From an optimization exercise on the open Yosys and OpenROAD flow, aimed at a short achievable clock period and few clock cycles; shortcuts taken in it are not production practice.
In this exercise RTL edits were held to simulation tests only and were not proved equivalent to the original.
Power is estimated from default activity; no workload was simulated.

## 07-06
Design lc4_core, start of the top module:
module lc4_core (
   input  logic                   gwe,
   input  logic                   i_rst_n,
   output logic [16-1:0] o_imem_addr,
   input  logic [16-1:0] i_imem_data,
   output logic [16-1:0] o_dmem_addr,
   output logic                   o_dmem_we,
   output logic [16-1:0] o_dmem_wdata,
   input  logic [16-1:0] i_dmem_rdata,
   output logic                   o_wb_valid,
   output logic [16-1:0] o_wb_pc,
   output logic [16-1:0] o_wb_insn,
   output logic                   o_wb_we,
   output lc4_pipe_pkg::rsel_t                  o_wb_wsel,
   output logic [16-1:0] o_wb_data,
   output lc4_pipe_pkg::stall_t                 o_wb_stall
);
For scale: about 140 I/O pins.
Settings: LEC_CHECK=0, CAP_MARGIN=20, CORE_MARGIN=2, CORE_UTILIZATION=40, PLACE_DENSITY=0.6, SETUP_SLACK_MARGIN=2.8, SLEW_MARGIN=20; clock period 5.3 ns.
run.sh (not shown) runs the stock make flow with config.mk's settings and CLKGATE_MAP_FILE= SYNTH_SCRIPT=/design/flow/synth_recipe.tcl, a recipe that flattens the netlist after the stock synthesis.
Testbench counts of 07-06, summed over its fixed seeds: cycles 8,725.
> inputs changed (07-06 -> 02-15)
diff --git a/flow/design.v b/flow/design.v
--- a/flow/design.v
+++ b/flow/design.v
@@ -152,19 +152,18 @@
    logic         b_valid, b_alu, b_ld, b_st, b_we, b_and, b_sub, b_const;
    logic         b_chk, b_pred, b_cl, b_fah, b_fbh, b_fsm, b_fsl;
    logic [2:0]   b_wsel, b_mask, b_knzp;
    logic [LO-1:0] b_lo;
    logic [HI-1:0] b_ahi, b_bhi;
    logic [W-1:0] b_sdata, b_pc, b_insn, b_next, b_target;
    logic         m_valid, m_we, m_ld, m_st;
    logic [2:0]   m_wsel;
    logic [W-1:0] m_res, m_sdata, m_pc, m_insn;
-   logic [HI-1:0] m_hin;         
    logic [W-1:0] ld_data;
    assign ld_data = i_dmem_rdata;
    logic [2:0] nzp;
    assign nzp = {n_q, z_q, f_q && !n_q && !z_q};
    logic         m_wr;
    logic [7:0]   m_wen;          
    logic [W-1:0] m_val;
    assign m_wr  = m_valid && m_we;
    assign m_val = m_ld ? ld_data : m_res;
@@ -424,22 +423,23 @@
       b_fbh    <= a_fbh;
       b_sdata  <= (a_fsm || a_fsl) ? '0 : a_rd_v;
       b_fsm    <= a_fsm;
       b_fsl    <= a_fsl;
       b_pc     <= a_pc;
       b_insn   <= a_insn;
       b_next   <= a_next;
       b_target <= a_target;
    end
-   logic [HI-1:0] b_x, b_y, b_sum, b_hi;
+   logic [HI-1:0] b_x, b_y, b_subm, b_sum, b_hi;
    logic [W-1:0] b_sd;
+   assign b_subm = {HI{b_sub}};
    assign b_x  = b_ahi | (m_res[W-1:LO] & {HI{b_fah}});
-   assign b_y  = b_bhi | ((b_sub ? m_hin : m_res[W-1:LO]) & {HI{b_fbh}});
+   assign b_y  = b_bhi | ((m_res[W-1:LO] ^ b_subm) & {HI{b_fbh}});
    logic b_co;
    lc4_add #(.N(HI)) u_add_hi (.i_a(b_x), .i_b(b_y), .i_c(b_cl), .i_and(b_and),
                               .o_sum(b_sum), .o_c(b_co));
    assign b_hi = b_sum;
    assign b_sd = b_sdata | (m_res & {W{b_fsm}}) | (ld_data & {W{b_fsl}});
    logic b_zero;
    assign b_zero = (b_lo == '0) &&
                    (b_and ? ((b_x & b_y) == '0)
                           : ((b_x ^ b_y) == {b_x[HI-2:0] | b_y[HI-2:0], b_cl}));
@@ -455,19 +455,18 @@
          for (int i = 0; i < 8; i++) m_wen[i] <= b_valid && b_we && b_wsel == 3'(i);
          m_we    <= b_valid && b_we;
          m_ld    <= b_valid && b_ld;
          m_st    <= b_valid && b_st;
       end
    end
    always_ff @(posedge gwe) begin
       m_wsel  <= b_wsel;
       m_res   <= {b_hi, b_lo};
-      m_hin   <= ~b_hi;
       m_sdata <= b_sd;
       m_pc    <= b_pc;
       m_insn  <= b_insn;
    end
    assign o_dmem_addr  = m_res;
    assign o_dmem_we    = m_st;
    assign o_dmem_wdata = m_sdata;
    always_ff @(posedge gwe) begin
       for (int i = 0; i < 8; i++) begin
[summary]
In the reports for 07-06 and 02-15, the larger total number of sequential cells belongs to 07-06. In the metrics for 07-06 and 02-15, the one carrying the higher met1 usage in global routing is 07-06. Of 07-06 and 02-15, 02-15 shows the lower count of routing violations after the opening detailed-route iteration, with 07-06 above it. Between 07-06 and 02-15, the actual transition at the worst max-transition pin is higher for 07-06. 02-15 vs. 07-06: final instance area went down, part of the power in the clock network now sits higher.
Testbench counts of 02-15, summed over its fixed seeds: cycles 8,725.

lc4_core, a different RTL version from the one above (not shown whole).
Size: roughly 2400 cells after synthesis, about 490 flip-flops, about 140 I/O pins, about 0.023 mm^2 of cells after synthesis.
make LEC_CHECK=0 CAP_MARGIN=20 CORE_MARGIN=2 CORE_UTILIZATION=40 PLACE_DENSITY=0.6 SETUP_SLACK_MARGIN=2.8 SLEW_MARGIN=20 finish   # period 5.3 ns
Testbench counts at the start, summed over its fixed seeds: cycles 8,823.
Rerun with:
--- a/flow/design.v
+++ b/flow/design.v
@@ -130,13 +130,13 @@
    output logic                   o_wb_we,
    output lc4_pipe_pkg::rsel_t                  o_wb_wsel,
    output logic [16-1:0] o_wb_data,
    output lc4_pipe_pkg::stall_t                 o_wb_stall
 );
    localparam int W = 16;
-   localparam int LO = 6;           
+   localparam int LO = 7;           
    localparam int HI = W - LO;      
    logic [W-1:0] pc_q;
    logic         tk_q, c9_q, s9_q;           
    logic         fix_q, fix_inc;             
    logic [W-1:0] rf [8];
    logic [2:0]   nzp_q;                      
@@ -160,12 +160,13 @@
    logic [W-1:0] m_res, m_sdata, m_pc, m_insn;
    logic [W-1:0] ld_data;
    assign ld_data = i_dmem_rdata;
    logic [2:0] nzp;
    assign nzp = nzp_q;
    logic         m_wr;
+   logic [7:0]   m_wen;          
    logic [W-1:0] m_val;
    assign m_wr  = m_valid && m_we;
    assign m_val = m_ld ? ld_data : m_res;
    logic [W-1:0] iw;
    assign iw = i_imem_data;
    assign o_imem_addr = pc_q;
@@ -449,16 +450,18 @@
                    (b_and ? ((b_x & b_y) == '0)
                           : ((b_x ^ b_y) == {b_x[HI-2:0] | b_y[HI-2:0], b_cl}));
    always_ff @(posedge gwe) begin
       if (!i_rst_n) begin
          m_valid <= 1'b0;
          m_we    <= 1'b0;
+         m_wen   <= '0;
          m_ld    <= 1'b0;
          m_st    <= 1'b0;
       end else begin
          m_valid <= b_valid;
+         for (int i = 0; i < 8; i++) m_wen[i] <= b_valid && b_we && b_wsel == 3'(i);
          m_we    <= b_valid && b_we;
          m_ld    <= b_valid && b_ld;
          m_st    <= b_valid && b_st;
       end
    end
    always_ff @(posedge gwe) begin
@@ -472,13 +475,13 @@
    assign o_dmem_we    = m_st;
    assign o_dmem_wdata = m_sdata;
    always_ff @(posedge gwe) begin
       for (int i = 0; i < 8; i++) begin
          if (!i_rst_n) begin
             rf[i] <= '0;
-         end else if (m_wr && m_wsel == 3'(i)) begin
+         end else if (m_wen[i]) begin
             rf[i] <= m_val;
          end
       end
    end
    always_ff @(posedge gwe) begin
       if (!i_rst_n) begin
Routed wire length goes down by 2.9%.
Total power increases by 0.34%.
Global-route usage fell by 0.90 points.
Final cell count drops by 1.0%.
Core utilization went down by 0.50 points.
Register-to-register slack is better by 0.04 ns.
Die area rose by 1.4%.
Clock power fell by about 3%.
Non-clock buffer count drops by 14.
Synthesized area rises by 1.4%.
Setup slack gains 0.041 ns.
Combinational power rose by about 7%.
Clock-buffer cell count rose by 2.
Testbench counts after the change, summed over its fixed seeds: cycles 8,823.

Another version of the RTL of lc4_core (not shown whole).
For scale: about 2,400 cells after synthesis, ~500 flip-flops, about 0.023 mm^2 of cells after synthesis.
==> flow/design.v (excerpt) <==
module lc4_core (
   input  logic                   gwe,
   input  logic                   i_rst_n,
   output logic [16-1:0] o_imem_addr,
   input  logic [16-1:0] i_imem_data,
   output logic [16-1:0] o_dmem_addr,
   output logic                   o_dmem_we,
   output logic [16-1:0] o_dmem_wdata,
   input  logic [16-1:0] i_dmem_rdata,
   output logic                   o_wb_valid,
   output logic [16-1:0] o_wb_pc,
   output logic [16-1:0] o_wb_insn,
   output logic                   o_wb_we,
   output lc4_pipe_pkg::rsel_t                  o_wb_wsel,
   output logic [16-1:0] o_wb_data,
   output lc4_pipe_pkg::stall_t                 o_wb_stall
);
make LEC_CHECK=0 CAP_MARGIN=20 CORE_MARGIN=2 CORE_UTILIZATION=40 PLACE_DENSITY=0.6 SETUP_SLACK_MARGIN=2.8 SLEW_MARGIN=20 finish   # period 5.3 ns
The starting point ran to the end with no violations.
Testbench counts at the start, summed over its fixed seeds: cycles 8,725.
==> next run, changes <==
--- a/flow/design.v
+++ b/flow/design.v
@@ -135,15 +135,15 @@
    localparam int W = 16;
    localparam int LO = 7;           
    localparam int HI = W - LO;      
    logic [W-1:0] pc_q;
    logic         tk_q, c9_q, s9_q;           
    logic         fix_q, fix_inc;             
    logic [W-1:0] rf [8];
-   logic [2:0]   nzp_q;                      
+   logic         n_q, z_q, f_q;              
    logic         a_valid, a_alu, a_ld, a_st, a_we, a_and, a_sub, a_const;
    logic         a_rr, a_imm, a_chk, a_chk_late, a_pred, a_c9, a_s9;
    logic         a_fa1, a_fa2m, a_fa2l, a_fb1, a_fb2m, a_fb2l;
    logic         a_fah, a_fbh, a_fsm, a_fsl, a_pa, a_pb;
    logic [2:0]   a_wsel, a_rs, a_rt, a_mask, a_knzp;
    logic [LO-1:0] a_alo, a_blo;
    logic [HI-1:0] a_bimm_hi;
@@ -157,15 +157,15 @@
    logic [W-1:0] b_sdata, b_pc, b_insn, b_next, b_target;
    logic         m_valid, m_we, m_ld, m_st;
    logic [2:0]   m_wsel;
    logic [W-1:0] m_res, m_sdata, m_pc, m_insn;
    logic [W-1:0] ld_data;
    assign ld_data = i_dmem_rdata;
    logic [2:0] nzp;
-   assign nzp = nzp_q;
+   assign nzp = {n_q, z_q, f_q && !n_q && !z_q};
    logic         m_wr;
    logic [7:0]   m_wen;          
    logic [W-1:0] m_val;
    assign m_wr  = m_valid && m_we;
    assign m_val = m_ld ? ld_data : m_res;
    logic [W-1:0] iw;
    assign iw = i_imem_data;
@@ -478,17 +478,21 @@
          end else if (m_wen[i]) begin
             rf[i] <= m_val;
          end
       end
    end
    always_ff @(posedge gwe) begin
       if (!i_rst_n) begin
-         nzp_q <= 3'b000;
+         n_q <= 1'b0;
+         z_q <= 1'b0;
+         f_q <= 1'b0;
       end else if (b_valid && b_alu) begin
-         nzp_q <= {b_hi[HI-1], b_zero, !b_hi[HI-1] && !b_zero};
+         n_q <= b_hi[HI-1];
+         z_q <= b_zero;
+         f_q <= 1'b1;
       end
    end
    logic         ret_w, ret_w_d;    
    logic         o_valid_q, o_we_q;
    logic [2:0]   o_wsel_q;
    logic [W-1:0] o_pc_q, o_insn_q, o_data_q;
    assign ret_w_d = ret_w ? m_valid : (m_valid && m_ld);
Via count increases by 2.8%; cell area shrinks by 0.78%; worst setup slack gains 0.029 ns; wire length climbs by 0.75%; critical path depth stays the same; core utilization goes down by 1.0 points; count of clock-buffer cells in the layout drops by 8; final cell count climbs by 1.7%; combinational power rose by about 9%; register-to-register slack gains 0.02 ns; non-clock buffer count goes down by 2; first-iteration DRC count falls by 3.9%; clock power goes up by about 2%; global-route usage came out higher by 0.21 points.
Testbench counts after the change, summed over its fixed seeds: cycles 8,725.

[static timing again, ports no longer ideal]
In the flow no input, the clock included, has a driving cell. The finished layouts below were timed again as built, in two steps. Step 1 (the two cells are an assumption about what drives the block):
set clk [get_ports {gwe}]
set_driving_cell -lib_cell sky130_fd_sc_hd__clkbuf_16 $clk
set_driving_cell -lib_cell sky130_fd_sc_hd__buf_2 [delete_from_list [all_inputs] $clk]
Step 2 adds t to the input delays and takes it off the output delays; t is the mean of the earliest and latest rising clock arrival at the registers after step 1. Input paths then give back, and output paths get back, about the clock's delay inside the block. Three values: no drivers, after step 1, after step 2; two values: the first two.
run	t, ns	slack for setup (ns)	latest minus earliest clock arrival (ns)
07-06	0.679	2.689 / 2.689 / 2.061	0.024 / 0.024
02-15	0.686	2.530 / 2.530 / 2.156	0.041 / 0.041
the first run of note 2	0.674	2.606 / 2.606 / 2.043	0.033 / 0.034
the second run of note 2	0.673	2.647 / 2.647 / 2.029	0.019 / 0.020
the first run of note 3	0.662	2.723 / 2.735 / 2.099	0.021 / 0.022
the second run of note 3	0.681	2.752 / 2.758 / 2.092	0.046 / 0.046
After both steps every run listed still meets setup and hold. For the second run of note 3, which loses most, drivers alone change the setup slack by +0.006 ns; drivers and shift together by -0.660 ns.
